Source: an optimization exercise on an open RTL-to-GDS flow (aim: small area and a short achievable clock period). Production flows keep margins and buffers that such runs may drop.

==> job 6770: inputs <==
// ex_stage
module ex_stage (
    input  logic        clk,
    input  logic        rst_n,
    input  logic        flush,
    input  logic        in_valid,
    input  logic [6:0]  in_opcode,
    input  logic [4:0]  in_rd,
    input  logic [2:0]  in_funct3,
    input  logic [6:0]  in_funct7,
    input  logic [31:0] in_imm,
    input  logic [31:0] in_pc,
    input  logic [31:0] in_rs1_val,
    input  logic [31:0] in_rs2_val,
    output logic        out_valid,
    output logic [4:0]  out_rd,
    output logic        out_rd_we,
    output logic [31:0] out_rd_val,
    output logic [31:0] out_pc,
    output logic        out_jump,
    output logic [31:0] out_jump_pc,
    output logic        out_illegal
);
==> module ex_issue, before the edit <==
module ex_issue (
    input  logic        clk,
    input  logic        rst_n,
    input  logic        flush,
    input  logic        in_valid,
    input  logic [6:0]  in_opcode,
    input  logic [4:0]  in_rd,
    input  logic [2:0]  in_funct3,
    input  logic [6:0]  in_funct7,
    input  logic [31:0] in_imm,
    input  logic [31:0] in_pc,
    input  logic [31:0] in_rs1_val,
    input  logic [31:0] in_rs2_val,
    output logic        iss_valid,
    output logic [31:0] iss_a,
    output logic [31:0] iss_b,
    output logic [31:0] iss_pc,
    output logic [4:0]  iss_rd,
    output logic        iss_add,
    output logic        iss_sub,
    output logic        iss_sll,
    output logic        iss_sr,
    output logic        iss_cmp,
    output logic        iss_mod,
    output logic        iss_lx,
    output logic        iss_la,
    output logic        iss_link,
    output logic        iss_br,
    output logic        iss_jump
);
    logic is_op, is_opimm, is_lui, is_auipc, is_br, is_jal, is_jalr, is_alu;
    logic cond;
    logic [2:0] f3;
    logic sel_pc, sel_rev, sel_rs1;
    logic [31:0] rs1_rev;
    assign f3       = in_funct3;
    assign is_op    = (in_opcode == exec_pkg::OPC_OP);
    assign is_opimm = (in_opcode == exec_pkg::OPC_OP_IMM);
    assign is_lui   = (in_opcode == exec_pkg::OPC_LUI);
    assign is_auipc = (in_opcode == exec_pkg::OPC_AUIPC);
    assign is_br    = (in_opcode == exec_pkg::OPC_BRANCH);
    assign is_jal   = (in_opcode == exec_pkg::OPC_JAL);
    assign is_jalr  = (in_opcode == exec_pkg::OPC_JALR);
    assign is_alu   = is_op | is_opimm;
    assign sel_pc  = is_auipc | is_jal | is_br;
    assign sel_rev = is_alu & (f3 == 3'b001);
    assign sel_rs1 = (is_alu & (f3 != 3'b001)) | is_jalr;
    always_comb begin
        for (int i = 0; i < 32; i++) begin
            rs1_rev[i] = in_rs1_val[31-i];
        end
    end
    branch_unit i_branch (
        .rs1    (in_rs1_val),
        .rs2    (in_rs2_val),
        .funct3 (f3),
        .cond   (cond)
    );
    always_ff @(posedge clk or negedge rst_n) begin
        if (!rst_n) begin
            iss_valid <= 1'b0;
        end else begin
            iss_valid <= in_valid && !flush;
        end
    end
    always_ff @(posedge clk) begin
        iss_a    <= sel_pc  ? in_pc :
                    sel_rev ? rs1_rev :
                    sel_rs1 ? in_rs1_val : 32'd0;
        iss_b    <= is_op ? in_rs2_val : in_imm;
        iss_pc   <= in_pc;
        iss_rd   <= in_rd;
        iss_add  <= (is_alu & (f3 == 3'b000)) | is_lui | is_auipc;
        iss_sub  <= is_alu & ((f3 == 3'b010) | (f3 == 3'b011) |
                              ((f3 == 3'b000) & is_op & in_funct7[5]));
        iss_sll  <= is_alu & (f3 == 3'b001);
        iss_sr   <= is_alu & (f3 == 3'b101);
        iss_cmp  <= is_alu & (f3[2:1] == 2'b01);
        iss_mod  <= f3[2] ? in_funct7[5] : (f3[1] & f3[0]);
        iss_lx   <= is_alu & f3[2] & !f3[0];
        iss_la   <= is_alu & f3[2] & f3[1];
        iss_link <= is_jal | is_jalr;
        iss_br   <= is_br;
        iss_jump <= (is_br & cond) | is_jal | is_jalr;
    end
endmodule
==> module int_alu, before the edit <==
module int_alu (
    input  logic [31:0] a,
    input  logic [31:0] b,
    input  logic [31:0] pc,
    input  logic        op_add,
    input  logic        op_sub,
    input  logic        op_sll,
    input  logic        op_sr,
    input  logic        op_cmp,
    input  logic        op_mod,
    input  logic        op_lx,
    input  logic        op_la,
    input  logic        op_link,
    input  logic        op_br,
    output logic [31:0] rd_val,
    output logic [31:0] jump_pc
);
    logic [31:0] bx;
    logic [31:0] sum;
    logic        cout;
    logic        lt;
    logic [31:0] sh_out;
    logic [31:0] sh_rev;
    logic        fill;
    logic [31:0] link;
    assign bx = b ^ {32{op_sub}};
    add32 i_add (
        .a    (a),
        .b    (bx),
        .cin  (op_sub),
        .s    (sum),
        .cout (cout)
    );
    assign lt = op_mod ? !cout : ((a[31] ^ b[31]) ? a[31] : sum[31]);
    assign fill   = op_mod & a[31];
    assign sh_out = 32'($signed({fill, a}) >>> b[4:0]);
    always_comb begin
        for (int i = 0; i < 32; i++) begin
            sh_rev[i] = sh_out[31-i];
        end
    end
    inc30 i_inc (
        .a (pc[31:2]),
        .s (link[31:2])
    );
    assign link[1:0] = pc[1:0];
    assign rd_val = ({32{op_add}} & sum) |
                    ({32{op_sr}} & sh_out) |
                    ({32{op_sll}} & sh_rev) |
                    {31'd0, op_cmp & lt} |
                    ({32{op_lx}} & (a ^ b)) |
                    ({32{op_la}} & (a & b)) |
                    ({32{op_link}} & link);
    assign jump_pc = ({32{op_br}} & sum) |
                     ({32{op_link}} & {sum[31:1], 1'b0});
endmodule
clock: 5.0 ns
lec_check: 0
abc_area: 1
cap_margin: 20
core_margin: 2
core_utilization: 40
setup_slack_margin: 2.5
slew_margin: 20
standard.sh (not shown) runs the stock make flow with config.mk's settings and CLKGATE_MAP_FILE= SYNTH_SCRIPT=/design/flow/synth_recipe.tcl, a recipe that flattens the netlist after the stock synthesis.
==> flow/flow/run.sh <==
#!/bin/bash
# Standard synthesis and layout; the only change is that the port buffers
# are plain buf_1 cells instead of the resizer's default pick.
set -euo pipefail
bash standard.sh synth > synth.log 2>&1
BUFFER_PORTS_ARGS="-buffer_cell sky130_fd_sc_hd__buf_1" bash standard.sh finish > layout.log 2>&1
==> job 9850: changes against job 6770 <==
--- a/flow/design.v
+++ b/flow/design.v
@@ -38,66 +38,87 @@
     output logic        iss_mod,
     output logic        iss_lx,
     output logic        iss_la,
     output logic        iss_link,
     output logic        iss_br,
-    output logic        iss_jump
+    output logic        iss_eq,
+    output logic        iss_lt,
+    output logic        iss_beq,
+    output logic        iss_blt,
+    output logic        iss_binv
 );
     logic is_op, is_opimm, is_lui, is_auipc, is_br, is_jal, is_jalr, is_alu;
-    logic cond;
+    logic eq, lt;
     logic [2:0] f3;
-    logic sel_pc, sel_rev, sel_rs1;
+    logic [6:2] op;
+    logic p_alu, p_op, sub, sel_pc, sel_sh, sel_rs1;
     logic [31:0] rs1_rev;
+    logic        sh_fill;
+    logic [1:0]  shamt;
+    logic [31:0] sh_src, sh16, sh8;
     assign f3       = in_funct3;
     assign is_op    = (in_opcode == exec_pkg::OPC_OP);
     assign is_opimm = (in_opcode == exec_pkg::OPC_OP_IMM);
     assign is_lui   = (in_opcode == exec_pkg::OPC_LUI);
     assign is_auipc = (in_opcode == exec_pkg::OPC_AUIPC);
     assign is_br    = (in_opcode == exec_pkg::OPC_BRANCH);
     assign is_jal   = (in_opcode == exec_pkg::OPC_JAL);
     assign is_jalr  = (in_opcode == exec_pkg::OPC_JALR);
     assign is_alu   = is_op | is_opimm;
-    assign sel_pc  = is_auipc | is_jal | is_br;
-    assign sel_rev = is_alu & (f3 == 3'b001);
-    assign sel_rs1 = (is_alu & (f3 != 3'b001)) | is_jalr;
+    assign op      = in_opcode[6:2];
+    assign p_alu   = !op[6] & !op[2];
+    assign p_op    = p_alu & op[5];
+    assign sub     = p_alu & ((!f3[2] & f3[1]) |
+                              ((f3 == 3'b000) & op[5] & in_funct7[5]));
+    assign sel_pc  = op[6] ? (op[3] | !op[2]) : (!op[5] & op[2]);
+    assign sel_sh  = p_alu & (f3[1:0] == 2'b01);
+    assign sel_rs1 = (p_alu & (f3[1:0] != 2'b01)) | (op[6] & !op[3] & op[2]);
     always_comb begin
         for (int i = 0; i < 32; i++) begin
             rs1_rev[i] = in_rs1_val[31-i];
         end
     end
+    assign shamt   = p_op ? in_rs2_val[4:3] : in_imm[4:3];
+    assign sh_fill = f3[2] & in_funct7[5] & in_rs1_val[31];
+    assign sh_src  = (f3[2] ? in_rs1_val : rs1_rev);
+    assign sh16    = shamt[1] ? {{16{sh_fill}}, sh_src[31:16]} : sh_src;
+    assign sh8     = shamt[0] ? {{8{sh_fill}}, sh16[31:8]} : sh16;
     branch_unit i_branch (
         .rs1    (in_rs1_val),
         .rs2    (in_rs2_val),
-        .funct3 (f3),
-        .cond   (cond)
+        .uns    (f3[1]),
+        .eq     (eq),
+        .lt     (lt)
     );
     always_ff @(posedge clk or negedge rst_n) begin
         if (!rst_n) begin
             iss_valid <= 1'b0;
         end else begin
             iss_valid <= in_valid && !flush;
         end
     end
     always_ff @(posedge clk) begin
-        iss_a    <= sel_pc  ? in_pc :
-                    sel_rev ? rs1_rev :
-                    sel_rs1 ? in_rs1_val : 32'd0;
-        iss_b    <= is_op ? in_rs2_val : in_imm;
+        iss_a    <= ({32{sel_pc}} & in_pc) | ({32{sel_sh}} & sh8) |
+                    ({32{sel_rs1}} & in_rs1_val);
+        iss_b    <= (p_op ? in_rs2_val : in_imm) ^ {32{sub}};
         iss_pc   <= in_pc;
         iss_rd   <= in_rd;
         iss_add  <= (is_alu & (f3 == 3'b000)) | is_lui | is_auipc;
-        iss_sub  <= is_alu & ((f3 == 3'b010) | (f3 == 3'b011) |
-                              ((f3 == 3'b000) & is_op & in_funct7[5]));
+        iss_sub  <= sub;
         iss_sll  <= is_alu & (f3 == 3'b001);
         iss_sr   <= is_alu & (f3 == 3'b101);
         iss_cmp  <= is_alu & (f3[2:1] == 2'b01);
         iss_mod  <= f3[2] ? in_funct7[5] : (f3[1] & f3[0]);
         iss_lx   <= is_alu & f3[2] & !f3[0];
         iss_la   <= is_alu & f3[2] & f3[1];
         iss_link <= is_jal | is_jalr;
         iss_br   <= is_br;
-        iss_jump <= (is_br & cond) | is_jal | is_jalr;
+        iss_eq   <= eq;
+        iss_lt   <= lt;
+        iss_beq  <= is_br & (f3[2:1] == 2'b00);
+        iss_blt  <= is_br & f3[2];
+        iss_binv <= f3[0];
     end
 endmodule
 `default_nettype wire
 `default_nettype none
 module int_alu (
@@ -115,29 +136,21 @@
     input  logic        op_link,
     input  logic        op_br,
     output logic [31:0] rd_val,
     output logic [31:0] jump_pc
 );
-    logic [31:0] bx;
     logic [31:0] sum;
     logic        cout;
     logic        lt;
     logic [31:0] sh_out;
     logic [31:0] sh_rev;
     logic        fill;
     logic [31:0] link;
-    assign bx = b ^ {32{op_sub}};
-    add32 i_add (
-        .a    (a),
-        .b    (bx),
-        .cin  (op_sub),
-        .s    (sum),
-        .cout (cout)
-    );
-    assign lt = op_mod ? !cout : ((a[31] ^ b[31]) ? a[31] : sum[31]);
+    assign {cout, sum} = {1'b0, a} + {1'b0, b} + {32'd0, op_sub};
+    assign lt = op_mod ? !cout : ((a[31] ^ !b[31]) ? a[31] : sum[31]);
     assign fill   = op_mod & a[31];
-    assign sh_out = 32'($signed({fill, a}) >>> b[4:0]);
+    assign sh_out = 32'($signed({fill, a}) >>> b[2:0]);
     always_comb begin
         for (int i = 0; i < 32; i++) begin
             sh_rev[i] = sh_out[31-i];
         end
     end
@@ -154,42 +167,10 @@
                     ({32{op_la}} & (a & b)) |
                     ({32{op_link}} & link);
     assign jump_pc = ({32{op_br}} & sum) |
                      ({32{op_link}} & {sum[31:1], 1'b0});
 endmodule
-module add32 (
-    input  logic [31:0] a,
-    input  logic [31:0] b,
-    input  logic        cin,
-    output logic [31:0] s,
-    output logic        cout
-);
-    logic [31:0] p0;
-    logic [31:0] c;    
-    always_comb begin
-        logic [31:0] g, p;
-        g = a & b;
-        p = a ^ b;
-        p0 = p;
-        g[0] = g[0] | (p[0] & cin);
-        for (int l = 1; l < 32; l = l * 2) begin
-            for (int i = 2 * l - 1; i < 32; i += 2 * l) begin
-                g[i] = g[i] | (p[i] & g[i-l]);
-                p[i] = p[i] & p[i-l];
-            end
-        end
-        for (int l = 8; l >= 1; l = l / 2) begin
-            for (int i = 3 * l - 1; i < 32; i += 2 * l) begin
-                g[i] = g[i] | (p[i] & g[i-l]);
-                p[i] = p[i] & p[i-l];
-            end
-        end
-        c = g;
-    end
-    assign s    = p0 ^ {c[30:0], cin};
-    assign cout = c[31];
-endmodule
 module inc30 (
     input  logic [29:0] a,
     output logic [29:0] s
 );
     logic [29:0] t;    
@@ -208,19 +189,19 @@
 `default_nettype wire
 `default_nettype none
 module branch_unit (
     input  logic [31:0] rs1,
     input  logic [31:0] rs2,
-    input  logic [2:0]  funct3,
-    output logic        cond
+    input  logic        uns,
+    output logic        eq,
+    output logic        lt
 );
     logic [30:0] gt_b;    
     logic [30:0] lt_b;    
     logic        lt_lo;   
     logic        eq_lo;
     logic        sd;      
-    logic        eq, lt, ltu;
     assign gt_b = rs1[30:0] & ~rs2[30:0];
     assign lt_b = ~rs1[30:0] & rs2[30:0];
     always_comb begin
         logic [31:0] l, e;
         for (int i = 0; i < 31; i++) begin
@@ -236,25 +217,13 @@
             end
         end
         lt_lo = l[0];
         eq_lo = e[0];
     end
-    assign sd  = rs1[31] ^ rs2[31];
-    assign eq  = eq_lo & !sd;
-    assign ltu = sd ? rs2[31] : lt_lo;
-    assign lt  = sd ? rs1[31] : lt_lo;
-    always_comb begin
-        case (funct3)
-            3'b000:  cond = eq;
-            3'b001:  cond = !eq;
-            3'b100:  cond = lt;
-            3'b101:  cond = !lt;
-            3'b110:  cond = ltu;
-            3'b111:  cond = !ltu;
-            default: cond = 1'b0;
-        endcase
-    end
+    assign sd = rs1[31] ^ rs2[31];
+    assign eq = eq_lo & !sd;
+    assign lt = sd ? (uns ? rs2[31] : rs1[31]) : lt_lo;
 endmodule
 `default_nettype wire
 `default_nettype none
 module ex_result (
     input  logic        clk,
@@ -320,11 +289,13 @@
 );
     logic        iss_valid;
     logic [31:0] iss_a, iss_b, iss_pc;
     logic [4:0]  iss_rd;
     logic        iss_add, iss_sub, iss_sll, iss_sr, iss_cmp, iss_mod;
-    logic        iss_lx, iss_la, iss_link, iss_br, iss_jump;
+    logic        iss_lx, iss_la, iss_link, iss_br;
+    logic        iss_eq, iss_lt, iss_beq, iss_blt, iss_binv;
+    logic        jump;
     logic [31:0] rd_val, jump_pc;
     logic        illegal, rd_we;
     ex_issue i_issue (
         .clk        (clk),
         .rst_n      (rst_n),
@@ -351,11 +322,15 @@
         .iss_mod    (iss_mod),
         .iss_lx     (iss_lx),
         .iss_la     (iss_la),
         .iss_link   (iss_link),
         .iss_br     (iss_br),
-        .iss_jump   (iss_jump)
+        .iss_eq     (iss_eq),
+        .iss_lt     (iss_lt),
+        .iss_beq    (iss_beq),
+        .iss_blt    (iss_blt),
+        .iss_binv   (iss_binv)
     );
     int_alu i_alu (
         .a       (iss_a),
         .b       (iss_b),
         .pc      (iss_pc),
@@ -372,21 +347,23 @@
         .rd_val  (rd_val),
         .jump_pc (jump_pc)
     );
     assign illegal = !(iss_add | iss_sll | iss_sr | iss_cmp | iss_lx | iss_la |
                        iss_link | iss_br);
+    assign jump    = iss_link |
+                     (((iss_beq & iss_eq) | (iss_blt & iss_lt)) ^ (iss_binv & (iss_beq | iss_blt)));
     assign rd_we   = !illegal && !iss_br && (iss_rd != 5'd0);
     ex_result i_result (
         .clk         (clk),
         .rst_n       (rst_n),
         .flush       (flush),
         .iss_valid   (iss_valid),
         .rd          (iss_rd),
         .rd_we       (rd_we),
         .rd_val      (rd_val),
         .pc          (iss_pc),
-        .jump        (iss_jump),
+        .jump        (jump),
         .jump_pc     (jump_pc),
         .illegal     (illegal),
         .out_valid   (out_valid),
         .out_rd      (out_rd),
         .out_rd_we   (out_rd_we),
==> flow/flow/run.sh (replaced) <==
#!/bin/bash
# ORFS's synthesis as synth_recipe.tcl runs it, except that the full/half
# adder extraction is skipped and ABC maps with flow/abc.script; then the
# standard layout with plain buf_1 cells as port buffers.
set -euo pipefail
W=$PWD
{
  cat <<EOT
proc extract_fa {args} {}
proc abc {args} {
  set i [lsearch -exact \$args -script]
  lset args [expr {\$i + 1}] $W/flow/abc.script
  yosys abc {*}\$args
}
EOT
  cat synth_recipe.tcl
} > synth_custom.tcl
bash standard.sh SYNTH_SCRIPT=$W/synth_custom.tcl synth > synth.log 2>&1
CTS_ARGS="-sink_clustering_enable -repair_clock_nets -buf_list sky130_fd_sc_hd__clkbuf_16 -sink_clustering_size 24 -sink_clustering_max_diameter 120 -dont_use_dummy_load" BUFFER_PORTS_ARGS="-buffer_cell sky130_fd_sc_hd__buf_1" bash standard.sh finish > layout.log 2>&1
==> flow/flow/abc.script (new file) <==
strash
dch
map -B 0.9
topo
stime -c
buffer -c
upsize -c
dnsize -c
- ABC_AREA: 1 -> unset
- CORE_UTILIZATION: 40 -> 45
- SETUP_SLACK_MARGIN: 2.5 -> 2.8
==> job 4682: changes against job 6770 <==
- ABC_AREA: 1 -> unset
==> job 1365: changes against job 6770 <==
--- a/flow/design.v
+++ b/flow/design.v
@@ -43,21 +43,23 @@
     output logic        iss_jump
 );
     logic is_op, is_opimm, is_lui, is_auipc, is_br, is_jal, is_jalr, is_alu;
     logic cond;
     logic [2:0] f3;
-    logic sel_pc, sel_rev, sel_rs1;
+    logic sub, sel_pc, sel_rev, sel_rs1;
     logic [31:0] rs1_rev;
     assign f3       = in_funct3;
     assign is_op    = (in_opcode == exec_pkg::OPC_OP);
     assign is_opimm = (in_opcode == exec_pkg::OPC_OP_IMM);
     assign is_lui   = (in_opcode == exec_pkg::OPC_LUI);
     assign is_auipc = (in_opcode == exec_pkg::OPC_AUIPC);
     assign is_br    = (in_opcode == exec_pkg::OPC_BRANCH);
     assign is_jal   = (in_opcode == exec_pkg::OPC_JAL);
     assign is_jalr  = (in_opcode == exec_pkg::OPC_JALR);
     assign is_alu   = is_op | is_opimm;
+    assign sub     = is_alu & ((f3 == 3'b010) | (f3 == 3'b011) |
+                               ((f3 == 3'b000) & is_op & in_funct7[5]));
     assign sel_pc  = is_auipc | is_jal | is_br;
     assign sel_rev = is_alu & (f3 == 3'b001);
     assign sel_rs1 = (is_alu & (f3 != 3'b001)) | is_jalr;
     always_comb begin
         for (int i = 0; i < 32; i++) begin
@@ -79,16 +81,15 @@
     end
     always_ff @(posedge clk) begin
         iss_a    <= sel_pc  ? in_pc :
                     sel_rev ? rs1_rev :
                     sel_rs1 ? in_rs1_val : 32'd0;
-        iss_b    <= is_op ? in_rs2_val : in_imm;
+        iss_b    <= (is_op ? in_rs2_val : in_imm) ^ {32{sub}};
         iss_pc   <= in_pc;
         iss_rd   <= in_rd;
         iss_add  <= (is_alu & (f3 == 3'b000)) | is_lui | is_auipc;
-        iss_sub  <= is_alu & ((f3 == 3'b010) | (f3 == 3'b011) |
-                              ((f3 == 3'b000) & is_op & in_funct7[5]));
+        iss_sub  <= sub;
         iss_sll  <= is_alu & (f3 == 3'b001);
         iss_sr   <= is_alu & (f3 == 3'b101);
         iss_cmp  <= is_alu & (f3[2:1] == 2'b01);
         iss_mod  <= f3[2] ? in_funct7[5] : (f3[1] & f3[0]);
         iss_lx   <= is_alu & f3[2] & !f3[0];
@@ -115,27 +116,25 @@
     input  logic        op_link,
     input  logic        op_br,
     output logic [31:0] rd_val,
     output logic [31:0] jump_pc
 );
-    logic [31:0] bx;
     logic [31:0] sum;
     logic        cout;
     logic        lt;
     logic [31:0] sh_out;
     logic [31:0] sh_rev;
     logic        fill;
     logic [31:0] link;
-    assign bx = b ^ {32{op_sub}};
     add32 i_add (
         .a    (a),
-        .b    (bx),
+        .b    (b),
         .cin  (op_sub),
         .s    (sum),
         .cout (cout)
     );
-    assign lt = op_mod ? !cout : ((a[31] ^ b[31]) ? a[31] : sum[31]);
+    assign lt = op_mod ? !cout : ((a[31] ^ !b[31]) ? a[31] : sum[31]);
     assign fill   = op_mod & a[31];
     assign sh_out = 32'($signed({fill, a}) >>> b[4:0]);
     always_comb begin
         for (int i = 0; i < 32; i++) begin
             sh_rev[i] = sh_out[31-i];
==> flow/flow/run.sh (replaced) <==
#!/bin/bash
# ORFS's synthesis as synth_recipe.tcl runs it, except that the full/half
# adder extraction is skipped and ABC maps with flow/abc.script; then the
# standard layout with plain buf_1 cells as port buffers.
set -euo pipefail
W=$PWD
{
  cat <<EOT
proc extract_fa {args} {}
proc abc {args} {
  set i [lsearch -exact \$args -script]
  lset args [expr {\$i + 1}] $W/flow/abc.script
  yosys abc {*}\$args
}
EOT
  cat synth_recipe.tcl
} > synth_custom.tcl
bash standard.sh SYNTH_SCRIPT=$W/synth_custom.tcl synth > synth.log 2>&1
BUFFER_PORTS_ARGS="-buffer_cell sky130_fd_sc_hd__buf_1" bash standard.sh finish > layout.log 2>&1
==> flow/flow/abc.script (new file) <==
strash; &get -n; &st; &syn2; &dch; &nf; &put; topo; stime -c
- ABC_AREA: 1 -> unset
==> flow_summary_export.csv <==
group,metric,value,unit
logic_synthesis,yosys.area.top_type_share,34.3,%
logic_synthesis,yosys.area_share.simple,33.0,%
floorplanning,taps,378,
floorplanning,rows,61,
critical_path,reg2reg_slack,2850,ps
power_and_ir_drop,p_int,2.81,mW
detailed_routing,route.met2.wl,23.4,mm
global_routing,use_met1,44.4,%
global_routing,grt_pass1_wl,75.2,mm
outcome,status,"timing/DRC/antenna clean",
layout,multi_input_area_share,49.5,%
layout,fin_util,54.9,%
critical_path,cp_max_fo,10,
layout,fin_cells,2628,
floorplanning,die_h,173,um
# the run above: job 9850

==> flow_summary_export.csv <==
group,metric,value,unit
outcome,status,"timing/DRC/antenna clean",
layout,multi_input_area_share,50.9,%
critical_path,cp_max_fo,8,
floorplanning,rows,63,
detailed_routing,route.met2.wl,18.1,mm
floorplanning,die_h,178,um
logic_synthesis,yosys.area.top_type_share,35.6,%
global_routing,grt_pass1_wl,61.2,mm
floorplanning,taps,390,
layout,fin_util,51.0,%
layout,fin_cells,1870,
logic_synthesis,yosys.area_share.simple,10.5,%
global_routing,use_met1,37.2,%
# the run above: job 4682

==> flow_summary_export.csv <==
group,metric,value,unit
outcome,status,"timing/DRC/antenna clean",
floorplanning,die_h,177,um
global_routing,grt_pass1_wl,62.7,mm
floorplanning,rows,63,
logic_synthesis,yosys.area.top_type_share,35.9,%
critical_path,cp_max_fo,16,
layout,multi_input_area_share,48.8,%
detailed_routing,route.met2.wl,18.2,mm
# the run above: job 6770

==> flow_summary_export.csv <==
group,metric,value,unit
detailed_routing,route.met2.wl,17.5,mm
critical_path,reg2reg_slack,1630,ps
floorplanning,taps,335,
logic_synthesis,syn_area_per_cell,8.87,um^2
outcome,status,"timing/DRC/antenna clean",
power_and_ir_drop,p_int,3.05,mW
layout,fin_cells,1863,
critical_path,cp_max_fo,2,
floorplanning,die_width,166,um
layout,multi_input_area_share,48.0,%
floorplanning,die_h,166,um
global_routing,grt_pass1_wl,57.7,mm
floorplanning,rows,59,
# the run above: job 1365

Function was not checked in any run of this note: the RTL went through the layout flow alone.

-- port drivers added, routing unchanged --
No port has a modelled driver above. Below, the same layouts with a new extraction and two added sets of constraints.
Step 1 (the two cells are an assumption about what drives the block):
set clk [get_ports {clk}]
set_driving_cell -lib_cell sky130_fd_sc_hd__clkbuf_16 $clk
set_driving_cell -lib_cell sky130_fd_sc_hd__buf_2 [delete_from_list [all_inputs] $clk]
Step 2 also shifts input and output timing later by t, the mid clock arrival at the registers, as if the neighbouring blocks saw the same clock.
Slacks: ideal ports / drivers / drivers and shift; pairs: ideal ports / drivers.
run | t (ns) | slack for setup (ns) | latest minus earliest clock arrival (ns) | cell pins on the clock port's net
job 6770 | 0.575 | 1.638 / 1.638 / 1.638 | 0.025 / 0.024 | 1
job 9850 | 0.526 | 2.847 / 2.847 / 2.383 | 0.020 / 0.019 | 1
job 4682 | 0.561 | 1.304 / 1.304 / 1.304 | 0.013 / 0.013 | 1
job 1365 | 0.565 | 1.634 / 1.634 / 1.631 | 0.016 / 0.016 | 1
After both steps setup and hold are still met in every run listed. The setup slack of job 9850, which loses most, moves by 0.000 ns with the drivers and by -0.464 ns with both steps.
